Source: an optimization exercise on an open RTL-to-GDS flow (aim: small area and a short achievable clock period). Production flows keep margins and buffers that such runs may drop. Only simulation tests tie the RTL to the original design; equivalence was not proved. No activity file was given, so power comes from the tool's default toggle rates.

== main ==
==> flow/design.v (excerpt) <==
module arrmul (
  input  logic         clk,
  input  logic         reset,
  input  logic [0:127] reg_A,
  input  logic [0:127] reg_B,
  input  logic [0:1]   ctrl_ww,
  input  logic [0:4]   alu_op,
  output logic [0:127] result
);
  logic        mul, w8, w16, sgn, odd, valid;
  logic        sel_e, sel_o, sel_e16, sel_e8, sel_o16, sel_o8, sv, s8, s16;
  logic [31:0] prod [4];
  logic [0:127] nxt;
  assign mul = alu_op[0:2] == 3'b100;   
  assign w8 = ctrl_ww == arrmul_pkg::w8;
  assign w16 = ctrl_ww == arrmul_pkg::w16;
  assign sgn = alu_op[3];
  assign odd = alu_op[4];
  assign sel_e = ~odd;
  assign sel_o = odd;
  assign sel_e16 = ~odd & ctrl_ww[1];
  assign sel_e8 = ~odd & ~ctrl_ww[1];
  assign sel_o16 = odd & ctrl_ww[1];
  assign sel_o8 = odd & ~ctrl_ww[1];
  assign valid = mul & (w8 | w16);
  assign sv = sgn;
  assign s8 = sgn & ~ctrl_ww[1];
  assign s16 = sgn & ctrl_ww[1];
  for (genvar k = 0; k < 4; k++) begin : g_lane
    mul16_lane u_mul (
      .xa(reg_A[32*k +: 32]), .xb(reg_B[32*k +: 32]),
      .sel_e(sel_e), .sel_o(sel_o), .sel_e16(sel_e16), .sel_e8(sel_e8), .sel_o16(sel_o16), .sel_o8(sel_o8),
      .valid(valid), .sv(sv), .s8(s8), .s16(s16), .p(prod[k])
    );
  end
  assign nxt = {prod[0], prod[1], prod[2], prod[3]};
  always_ff @(posedge clk or negedge reset) begin
    if (!reset) result <= '0;
  ...
Size: about 390 I/O pins, ~34000 um2 of cells after synthesis.
export LEC_CHECK = 0
export CAP_MARGIN = 20
export CORE_MARGIN = 2
export CORE_UTILIZATION = 40
export SLEW_MARGIN = 20
export SYNTH_HIERARCHICAL = 1
create_clock -name core_clock -period 15.0 [get_ports {clk}]
standard.sh (not shown) runs the stock make flow with config.mk's settings and CLKGATE_MAP_FILE= SYNTH_SCRIPT=/design/flow/synth_recipe.tcl, a recipe that flattens the netlist after the stock synthesis.
==> flow/flow/run.sh <==
#!/bin/bash
# Standard ORFS layout with extra make settings from flow/make_args.txt (one VAR=value per
# line): the port buffers' cell and timing-repair margins. make's full output goes to make.log.
set -euo pipefail
args=()
while IFS= read -r line; do
  [[ -z "$line" || "$line" == \#* ]] && continue
  args+=("$line")
done < flow/make_args.txt
bash standard.sh "${args[@]}" finish > make.log 2>&1
==> flow/flow/make_args.txt <==
BUFFER_PORTS_ARGS=-buffer_cell sky130_fd_sc_hd__buf_1
SETUP_SLACK_MARGIN=6
What the feature branch does differently from main at the input level:
--- a/flow/design.v
+++ b/flow/design.v
@@ -44,16 +44,16 @@
   output logic [31:0] p
 );
   logic [15:0] a, b, ag, bg;
   logic [31:0] x, y, sum;
   assign a[15:8] = ({8{sel_e}} & xa[31:24]) | ({8{sel_o16}} & xa[15:8]) | ({8{sel_o8}} & xa[23:16]);
   assign a[7:0] = ({8{sel_o}} & xa[7:0]) | ({8{sel_e16}} & xa[23:16]) | ({8{sel_e8}} & xa[15:8]);
-  assign b[15:8] = ({8{sel_e}} & xb[31:24]) | ({8{sel_o16}} & xb[15:8]) | ({8{sel_o8}} & xb[23:16]);
-  assign b[7:0] = ({8{sel_o}} & xb[7:0]) | ({8{sel_e16}} & xb[23:16]) | ({8{sel_e8}} & xb[15:8]);
+  assign b[15:8] = {8{valid}} & (({8{sel_e}} & xb[31:24]) | ({8{sel_o16}} & xb[15:8]) | ({8{sel_o8}} & xb[23:16]));
+  assign b[7:0] = {8{valid}} & (({8{sel_o}} & xb[7:0]) | ({8{sel_e16}} & xb[23:16]) | ({8{sel_e8}} & xb[15:8]));
   assign ag = {8'h00, ({8{sel_o16}} & xa[7:0]) | ({8{sel_e16}} & xa[23:16])};
-  assign bg = {8'h00, ({8{sel_o16}} & xb[7:0]) | ({8{sel_e16}} & xb[23:16])};
+  assign bg = {8'h00, {8{valid}} & (({8{sel_o16}} & xb[7:0]) | ({8{sel_e16}} & xb[23:16]))};
   logic pp1, pp2, pp3, pp4, pp5, pp6, pp7, pp8, pp9, pp10, pp11, pp12, pp13, pp14, pp15, pp16;
   logic pp17, pp18, pp19, pp20, pp21, pp22, pp23, pp24, pp25, pp26, pp27, pp28, pp29, pp30, pp31, pp32;
   logic pp33, pp34, pp35, pp36, pp37, pp38, pp39, pp40, pp41, pp42, pp43, pp44, pp45, pp46, pp47, pp48;
   logic pp49, pp50, pp51, pp52, pp53, pp54, pp55, pp56, pp57, pp58, pp59, pp60, pp61, pp62, pp63, pp64;
   logic pp65, pp66, pp67, pp68, pp69, pp70, pp71, pp72, pp73, pp74, pp75, pp76, pp77, pp78, pp79, pp80;
   logic pp81, pp82, pp83, pp84, pp85, pp86, pp87, pp88, pp89, pp90, pp91, pp92, pp93, pp94, pp95, pp96;
@@ -812,13 +812,13 @@
   assign gs16_30 = gs8_30 | (ps8_30 & gs8_15);
   assign ps16_30 = ps8_30 & ps8_15;
   logic gs16_31, ps16_31;
   assign gs16_31 = gs8_31 | (ps8_31 & gs8_15);
   assign ps16_31 = ps8_31 & ps8_15;
   assign sum = {p0[31] ^ gs16_30, p0[30] ^ gs16_29, p0[29] ^ gs16_28, p0[28] ^ gs16_27, p0[27] ^ gs16_26, p0[26] ^ gs16_25, p0[25] ^ gs16_24, p0[24] ^ gs16_23, p0[23] ^ gs16_22, p0[22] ^ gs16_21, p0[21] ^ gs16_20, p0[20] ^ gs16_19, p0[19] ^ gs16_18, p0[18] ^ gs16_17, p0[17] ^ gs16_16, p0[16] ^ gs8_15, p0[15] ^ gs8_14, p0[14] ^ gs8_13, p0[13] ^ gs8_12, p0[12] ^ gs8_11, p0[11] ^ gs8_10, p0[10] ^ gs8_9, p0[9] ^ gs8_8, p0[8] ^ gs4_7, p0[7] ^ gs4_6, p0[6] ^ gs4_5, p0[5] ^ gs4_4, p0[4] ^ gs2_3, p0[3] ^ gs2_2, p0[2] ^ gs1_1, p0[1] ^ g0[0], p0[0]};
-  assign p = {32{valid}} & {sum[31] ^ sv, sum[30:16], sum[15] ^ s8, sum[14:0]};
+  assign p = {sum[31] ^ sv, sum[30:16], sum[15] ^ s8, sum[14:0]};
 endmodule
 module arrmul (
   input  logic         clk,
   input  logic         reset,
   input  logic [0:127] reg_A,
   input  logic [0:127] reg_B,
@@ -839,15 +839,15 @@
   assign sel_o = odd;
   assign sel_e16 = ~odd & ctrl_ww[1];
   assign sel_e8 = ~odd & ~ctrl_ww[1];
   assign sel_o16 = odd & ctrl_ww[1];
   assign sel_o8 = odd & ~ctrl_ww[1];
   assign valid = mul & (w8 | w16);
-  assign sv = sgn;
-  assign s8 = sgn & ~ctrl_ww[1];
-  assign s16 = sgn & ctrl_ww[1];
+  assign sv = mul & sgn & (w8 | w16);
+  assign s8 = mul & sgn & w8;
+  assign s16 = mul & sgn & w16;
   for (genvar k = 0; k < 4; k++) begin : g_lane
     mul16_lane u_mul (
       .xa(reg_A[32*k +: 32]), .xb(reg_B[32*k +: 32]),
       .sel_e(sel_e), .sel_o(sel_o), .sel_e16(sel_e16), .sel_e8(sel_e8), .sel_o16(sel_o16), .sel_o8(sel_o8),
       .valid(valid), .sv(sv), .s8(s8), .s16(s16), .p(prod[k])
     );
Findings:
No stage failed in the feature branch, and the final checks on the layout all came back clean.
Looking at wire length across main and the feature branch, the one that comes out lower is main.
Compared with main, in the feature branch worst hold margin has increased; power in combinational cells has decreased; average routed wire per standard cell has increased.
Diff main and the feature branch: clock-buffer cell count lower in main
Diff main -> the feature branch: worst setup slack after layout increased 110 ps, synthesized cell count shows an increase of 21.

==> static timing again, ports no longer ideal <==
In the flow no input, the clock included, has a driving cell. The finished layouts below were timed again as built, in two steps.
Step 1 sets driving cells, clkbuf_16 on the clock port and buf_2 on the other inputs (assumed; they add their load-dependent delay and slew).
Step 2 also shifts input and output timing later by t, the mid clock arrival at the registers, as if the neighbouring blocks saw the same clock.
a / b / c = ideal ports / drivers / drivers and shift; a / b = the first two.
run	shift t [ns]	slack for setup (ns)	hold WS [ns]
main	0.564	6.024 / 6.045 / 5.481	2.475 / 2.436 / 3.000
the feature branch	0.569	6.139 / 6.186 / 5.617	2.484 / 2.438 / 3.007
After both steps setup and hold are still met in every run listed. For main, which loses most, drivers alone change the setup slack by +0.021 ns; drivers and shift together by -0.543 ns.
